Context: an optimization exercise on an open-source flow, tuned for small area. The choices shown serve that exercise and are no tape-out recipe. Function was checked by simulation only, so behaviour that the tests miss may differ from the original.

==> xenon <==
==> flow/design.v <==
module ssd1306_spi_responder #(
  parameter int  PAGES   = 4,
  parameter int  COLS    = 128,
  parameter int  TIMEOUT = 64,
  localparam int PW      = $clog2(PAGES),
  localparam int CW      = $clog2(COLS),
  localparam int AW      = PW + CW
) (
  input  logic          clock,
  input  logic          reset,
  input  logic          oled_spi_clk,
  input  logic          oled_spi_data,
  input  logic          oled_dc_n,
  input  logic          oled_reset_n,
  input  logic          oled_vdd,
  input  logic          oled_vbat,
  input  logic [AW-1:0] rd_addr,
  output logic [7:0]    rd_data,
  output logic          byte_strobe,
  output logic [7:0]    rx_byte,
  output logic          rx_dc,
  output logic          display_on,
  output logic          charge_pump,
  output logic          seg_remap,
  output logic          com_scan,
  output logic [7:0]    contrast,
  output logic [7:0]    precharge,
  output logic [7:0]    com_pins,
  output logic [PW-1:0] cur_page,
  output logic [CW-1:0] cur_col,
  output logic          panel_active,
  output logic          err_timeout
);
  typedef enum logic [1:0] {ST_OPCODE, ST_ARG1, ST_ARG2} state_t;
  logic [2:0] sclk_q;
  logic [1:0] sdat_q, sdc_q, srst_q, svdd_q, svbat_q;
  always_ff @(posedge clock) begin
    if (reset) begin
      sclk_q  <= '0;
      sdat_q  <= '0;
      sdc_q   <= '0;
      srst_q  <= '0;
      svdd_q  <= 2'b11;
      svbat_q <= 2'b11;
    end else begin
      sclk_q  <= {sclk_q[1:0], oled_spi_clk};
      sdat_q  <= {sdat_q[0], oled_spi_data};
      sdc_q   <= {sdc_q[0], oled_dc_n};
      srst_q  <= {srst_q[0], oled_reset_n};
      svdd_q  <= {svdd_q[0], oled_vdd};
      svbat_q <= {svbat_q[0], oled_vbat};
    end
  end
  logic spi_rise, dat_s, dc_s, rstn_s, vdd_s, vbat_s;
  assign spi_rise = sclk_q[1] & ~sclk_q[2];
  assign dat_s    = sdat_q[1];
  assign dc_s     = sdc_q[1];
  assign rstn_s   = srst_q[1];
  assign vdd_s    = svdd_q[1];
  assign vbat_s   = svbat_q[1];
  logic [2:0] bit_cnt_q;
  logic [6:0] shift_q;
  logic [7:0] shift_d;
  logic       done_q;
  logic [7:0] done_byte_q;
  logic       done_dc_q;
  assign shift_d = {shift_q, dat_s};
  assign err_timeout = 1'b0;
  always_ff @(posedge clock) begin
    if (reset || !rstn_s) begin
      bit_cnt_q     <= '0;
      shift_q       <= '0;
      done_q        <= 1'b0;
      done_byte_q   <= '0;
      done_dc_q     <= 1'b0;
    end else begin
      done_q <= 1'b0;
      if (spi_rise) begin
        shift_q <= shift_d[6:0];
        if (bit_cnt_q == 3'd7) begin
          bit_cnt_q   <= '0;
          done_q      <= 1'b1;
          done_byte_q <= shift_d;
          done_dc_q   <= dc_s;
        end else begin
          bit_cnt_q <= bit_cnt_q + 3'd1;
        end
      end
    end
  end
  logic acc;
  assign acc = done_q & ~vdd_s & rstn_s;
  logic       byte_strobe_q;
  logic [7:0] rx_byte_q;
  logic       rx_dc_q;
  always_ff @(posedge clock) begin
    if (reset) begin
      byte_strobe_q <= 1'b0;
      rx_byte_q     <= '0;
      rx_dc_q       <= 1'b0;
    end else begin
      byte_strobe_q <= acc;
      if (acc) begin
        rx_byte_q <= done_byte_q;
        rx_dc_q   <= done_dc_q;
      end
    end
  end
  state_t        state_q;
  logic [7:0]    op_q;
  logic [CW-1:0] pend_col_q;
  logic [PW-1:0] pend_page_q;
  logic          display_on_q, charge_pump_q, seg_remap_q, com_scan_q;
  logic [7:0]    contrast_q, precharge_q, com_pins_q;
  logic [1:0]    addr_mode_q;
  logic [PW-1:0] cur_page_q, page_start_q, page_end_q;
  logic [CW-1:0] cur_col_q, col_start_q, col_end_q;
  always_ff @(posedge clock) begin
    if (reset || !rstn_s) begin
      state_q       <= ST_OPCODE;
      op_q          <= '0;
      pend_col_q    <= '0;
      pend_page_q   <= '0;
      display_on_q  <= 1'b0;
      charge_pump_q <= 1'b0;
      seg_remap_q   <= 1'b0;
      com_scan_q    <= 1'b0;
      contrast_q    <= 8'h7F;
      precharge_q   <= 8'h22;
      com_pins_q    <= 8'h12;
      addr_mode_q   <= 2'b00;
      cur_page_q    <= '0;
      cur_col_q     <= '0;
      page_start_q  <= '0;
      page_end_q    <= PW'(PAGES - 1);
      col_start_q   <= '0;
      col_end_q     <= CW'(COLS - 1);
    end else if (acc) begin
      if (done_dc_q) begin
        state_q <= ST_OPCODE;
        if (addr_mode_q == 2'b10) begin
          cur_col_q <= cur_col_q + 1'b1;
        end else if (cur_col_q == col_end_q) begin
          cur_col_q  <= col_start_q;
          cur_page_q <= (cur_page_q == page_end_q) ? page_start_q : cur_page_q + 1'b1;
        end else begin
          cur_col_q <= cur_col_q + 1'b1;
        end
      end else begin
        unique case (state_q)
          ST_OPCODE: begin
            op_q <= done_byte_q;
            casez (done_byte_q)
              8'hAE:        display_on_q <= 1'b0;
              8'hAF:        display_on_q <= 1'b1;
              8'hA0:        seg_remap_q  <= 1'b0;
              8'hA1:        seg_remap_q  <= 1'b1;
              8'hC0:        com_scan_q   <= 1'b0;
              8'hC8:        com_scan_q   <= 1'b1;
              8'b0000_????: cur_col_q[3:0] <= done_byte_q[3:0];
              8'b0001_????: cur_col_q  <= CW'({done_byte_q[3:0], cur_col_q[3:0]});
              8'b1011_0???: cur_page_q <= done_byte_q[PW-1:0];
              8'h81, 8'h8D, 8'hD9, 8'hDA,
              8'h20, 8'h21, 8'h22: state_q <= ST_ARG1;
              default: ;
            endcase
          end
          ST_ARG1: begin
            state_q <= ST_OPCODE;
            case (op_q)
              8'h81: contrast_q    <= done_byte_q;
              8'h8D: charge_pump_q <= done_byte_q[2];
              8'hD9: precharge_q   <= done_byte_q;
              8'hDA: com_pins_q    <= done_byte_q;
              8'h20: addr_mode_q   <= done_byte_q[1:0];
              8'h21: begin
                pend_col_q <= done_byte_q[CW-1:0];
                state_q    <= ST_ARG2;
              end
              8'h22: begin
                pend_page_q <= done_byte_q[PW-1:0];
                state_q     <= ST_ARG2;
              end
              default: ;
            endcase
          end
          default: begin
            state_q <= ST_OPCODE;
            if (op_q == 8'h21) begin
              col_start_q <= pend_col_q;
              col_end_q   <= done_byte_q[CW-1:0];
              cur_col_q   <= pend_col_q;
            end else begin
              page_start_q <= pend_page_q;
              page_end_q   <= done_byte_q[PW-1:0];
              cur_page_q   <= pend_page_q;
            end
          end
        endcase
      end
    end
  end
  logic [7:0] gddram [PAGES*COLS];
  logic [7:0] rd_data_q;
  logic       wr_en;
  assign wr_en = acc & done_dc_q;
  always_ff @(posedge clock) begin
    if (wr_en) gddram[{cur_page_q, cur_col_q}] <= done_byte_q;
  end
  always_ff @(posedge clock) begin
    if (reset) rd_data_q <= '0;
    else       rd_data_q <= gddram[rd_addr];
  end
  assign rd_data      = rd_data_q;
  assign byte_strobe  = byte_strobe_q;
  assign rx_byte      = rx_byte_q;
  assign rx_dc        = rx_dc_q;
  assign display_on   = display_on_q;
  assign charge_pump  = charge_pump_q;
  assign seg_remap    = seg_remap_q;
  assign com_scan     = com_scan_q;
  assign contrast     = contrast_q;
  assign precharge    = precharge_q;
  assign com_pins     = com_pins_q;
  assign cur_page     = cur_page_q;
  assign cur_col      = cur_col_q;
  assign panel_active = display_on_q & charge_pump_q & ~vbat_s & ~vdd_s;
endmodule
==> flow/run.sh <==
#!/bin/bash
# synth_recipe.tcl (not shown) runs the flow's synth.tcl, then flattens the netlist and writes it again
# the make line also repeats each setting of config.mk as NAME=value (left out here)
make -C /OpenROAD-flow-scripts/flow DESIGN_CONFIG=/design/flow/config.mk WORK_HOME=/design/flow/orfs CLKGATE_MAP_FILE= SYNTH_SCRIPT=/design/flow/synth_recipe.tcl finish
==> flow/config.mk <==
export PLATFORM = sky130hd
export DESIGN_NAME = ssd1306_spi_responder
export DESIGN_NICKNAME = ssd1306_spi_responder
export VERILOG_FILES = /design/flow/design.v
export SDC_FILE = /design/flow/constraint.sdc
export NUM_CORES = 4
export LEC_CHECK = 0
export CAP_MARGIN = 20
export CORE_MARGIN = 2
export CORE_UTILIZATION = 35
export SLEW_MARGIN = 20
==> flow/constraint.sdc <==
create_clock -name core_clock -period 6.0 [get_ports {clock}]
set_input_delay 1.2000 -clock core_clock [delete_from_list [all_inputs] [get_ports {clock}]]
set_output_delay 1.2000 -clock core_clock [all_outputs]
set_load 0.01 [all_outputs]
==> inputs of violet, as changes to xenon <==
--- a/flow/design.v
+++ b/flow/design.v
@@ -61,16 +61,14 @@
   logic [2:0] bit_cnt_q;
-  logic [6:0] shift_q;
-  logic [7:0] shift_d;
+  logic [7:0] shift_q;
   logic       done_q;
-  logic [7:0] done_byte_q;
   logic       done_dc_q;
-  assign shift_d = {shift_q, dat_s};
   assign err_timeout = 1'b0;
   always_ff @(posedge clock) begin
+    if (spi_rise) shift_q <= {shift_q[6:0], dat_s};
+  end
+  always_ff @(posedge clock) begin
     if (reset || !rstn_s) begin
-      bit_cnt_q     <= '0;
-      shift_q       <= '0;
-      done_q        <= 1'b0;
-      done_byte_q   <= '0;
-      done_dc_q     <= 1'b0;
+      bit_cnt_q <= '0;
+      done_q    <= 1'b0;
+      done_dc_q <= 1'b0;
     end else begin
@@ -78,10 +76,6 @@
       if (spi_rise) begin
-        shift_q <= shift_d[6:0];
+        bit_cnt_q <= bit_cnt_q + 3'd1;
         if (bit_cnt_q == 3'd7) begin
-          bit_cnt_q   <= '0;
-          done_q      <= 1'b1;
-          done_byte_q <= shift_d;
-          done_dc_q   <= dc_s;
-        end else begin
-          bit_cnt_q <= bit_cnt_q + 3'd1;
+          done_q    <= 1'b1;
+          done_dc_q <= dc_s;
         end
@@ -90,2 +84,4 @@
   end
+  logic [7:0] done_byte;
+  assign done_byte = shift_q;
   logic acc;
@@ -94,3 +90,7 @@
   logic [7:0] rx_byte_q;
+  logic       rx_zero_q;
   logic       rx_dc_q;
+  always_ff @(posedge clock) begin
+    if (acc) rx_byte_q <= done_byte;
+  end
   always_ff @(posedge clock) begin
@@ -98,3 +98,3 @@
       byte_strobe_q <= 1'b0;
-      rx_byte_q     <= '0;
+      rx_zero_q     <= 1'b1;
       rx_dc_q       <= 1'b0;
@@ -103,3 +103,3 @@
       if (acc) begin
-        rx_byte_q <= done_byte_q;
+        rx_zero_q <= 1'b0;
         rx_dc_q   <= done_dc_q;
@@ -151,4 +151,4 @@
           ST_OPCODE: begin
-            op_q <= done_byte_q;
-            casez (done_byte_q)
+            op_q <= done_byte;
+            casez (done_byte)
               8'hAE:        display_on_q <= 1'b0;
@@ -159,5 +159,5 @@
               8'hC8:        com_scan_q   <= 1'b1;
-              8'b0000_????: cur_col_q[3:0] <= done_byte_q[3:0];
-              8'b0001_????: cur_col_q  <= CW'({done_byte_q[3:0], cur_col_q[3:0]});
-              8'b1011_0???: cur_page_q <= done_byte_q[PW-1:0];
+              8'b0000_????: cur_col_q[3:0] <= done_byte[3:0];
+              8'b0001_????: cur_col_q  <= CW'({done_byte[3:0], cur_col_q[3:0]});
+              8'b1011_0???: cur_page_q <= done_byte[PW-1:0];
               8'h81, 8'h8D, 8'hD9, 8'hDA,
@@ -170,9 +170,9 @@
             case (op_q)
-              8'h81: contrast_q    <= done_byte_q;
-              8'h8D: charge_pump_q <= done_byte_q[2];
-              8'hD9: precharge_q   <= done_byte_q;
-              8'hDA: com_pins_q    <= done_byte_q;
-              8'h20: addr_mode_q   <= done_byte_q[1:0];
+              8'h81: contrast_q    <= done_byte;
+              8'h8D: charge_pump_q <= done_byte[2];
+              8'hD9: precharge_q   <= done_byte;
+              8'hDA: com_pins_q    <= done_byte;
+              8'h20: addr_mode_q   <= done_byte[1:0];
               8'h21: begin
-                pend_col_q <= done_byte_q[CW-1:0];
+                pend_col_q <= done_byte[CW-1:0];
                 state_q    <= ST_ARG2;
@@ -180,3 +180,3 @@
               8'h22: begin
-                pend_page_q <= done_byte_q[PW-1:0];
+                pend_page_q <= done_byte[PW-1:0];
                 state_q     <= ST_ARG2;
@@ -190,3 +190,3 @@
               col_start_q <= pend_col_q;
-              col_end_q   <= done_byte_q[CW-1:0];
+              col_end_q   <= done_byte[CW-1:0];
               cur_col_q   <= pend_col_q;
@@ -194,3 +194,3 @@
               page_start_q <= pend_page_q;
-              page_end_q   <= done_byte_q[PW-1:0];
+              page_end_q   <= done_byte[PW-1:0];
               cur_page_q   <= pend_page_q;
@@ -202,12 +202,36 @@
   end
-  logic [7:0] gddram [PAGES*COLS];
-  logic [7:0] rd_data_q;
-  logic       wr_en;
+  localparam int RL = 16;                  
+  localparam int NR = PAGES * COLS / RL;   
+  localparam int LW = $clog2(RL);
+  logic             wr_en;
   assign wr_en = acc & done_dc_q;
-  always_ff @(posedge clock) begin
-    if (wr_en) gddram[{cur_page_q, cur_col_q}] <= done_byte_q;
-  end
-  always_ff @(posedge clock) begin
-    if (reset) rd_data_q <= '0;
-    else       rd_data_q <= gddram[rd_addr];
+  logic [LW-1:0]    rot_q;
+  logic             pend_v_q;
+  logic [AW-1:0]    pend_a_q;
+  logic [8*RL-1:0]  ring_q [NR];
+  logic hit;
+  assign hit = pend_v_q & (pend_a_q[LW-1:0] == ~rot_q);
+  always_ff @(posedge clock) begin
+    rot_q    <= rot_q + 1'b1;
+    pend_v_q <= wr_en | (pend_v_q & ~hit);
+    if (wr_en) pend_a_q <= {cur_page_q, cur_col_q};
+  end
+  for (genvar r = 0; r < NR; r++) begin : g_ring
+    logic ins;
+    assign ins = hit & (pend_a_q[AW-1:LW] == r);
+    always_ff @(posedge clock) begin
+      ring_q[r] <= {ring_q[r][8*RL-9:0], ins ? rx_byte_q : ring_q[r][8*RL-1 -: 8]};
+    end
+  end
+  logic [LW-1:0] rd_pos;
+  logic [7:0]    rd_ring;
+  logic          rd_byp;
+  logic [7:0]    rd_data_q;
+  assign rd_pos  = rd_addr[LW-1:0] + rot_q;
+  assign rd_ring = ring_q[rd_addr[AW-1:LW]][8*rd_pos +: 8];
+  assign rd_byp  = pend_v_q & (rd_addr == pend_a_q);
+  always_ff @(posedge clock) begin
+    if (reset)       rd_data_q <= '0;
+    else if (rd_byp) rd_data_q <= rx_byte_q;
+    else             rd_data_q <= rd_ring;
   end
@@ -215,3 +239,3 @@
   assign byte_strobe  = byte_strobe_q;
-  assign rx_byte      = rx_byte_q;
+  assign rx_byte      = rx_zero_q ? 8'h00 : rx_byte_q;
   assign rx_dc        = rx_dc_q;
CORE_UTILIZATION = 50   (was 35)
CTS_BUF_LIST = sky130_fd_sc_hd__clkbuf_8   (was not set)
CTS_CLUSTER_DIAMETER = 60   (was not set)
CTS_CLUSTER_SIZE = 16   (was not set)
GPL_TIMING_DRIVEN = 0   (was not set)
SETUP_SLACK_MARGIN = 0.3   (was not set)
==> notes <==
- violet did not get past 5_1_grt. xenon completed without violations.
- In violet the synthesized cell count is higher than in xenon, by about 14%.
- Area after synthesis: xenon is higher than violet (about 40%).

[re-timing with driven ports]
How much do the figures lean on ideal ports? The routed layout below was timed once more, with nothing changed but the port constraints.
Step 1: set_driving_cell puts a clkbuf_16 on clock and a buf_2 on each other input, an assumption about the parent block.
Step 2 adds t to the input delays and takes it off the output delays; t is the mean of the earliest and latest rising clock arrival at the registers after step 1. Input paths then give back, and output paths get back, about the clock's delay inside the block.
a / b / c = ideal ports / drivers / drivers and shift; a / b = the first two.
run: xenon
t, ns: 1.078
setup WS [ns]: 1.317 / 1.357 / 0.279
worst hold slack (ns): 0.446 / 0.446 / 0.446
worst setup path at the end: input to register
slew at the worst register clock pin (ns): 0.07 / 0.07
After both steps xenon still meets setup and hold. The setup slack of xenon moves by +0.040 ns with the drivers and by -1.038 ns with both steps.
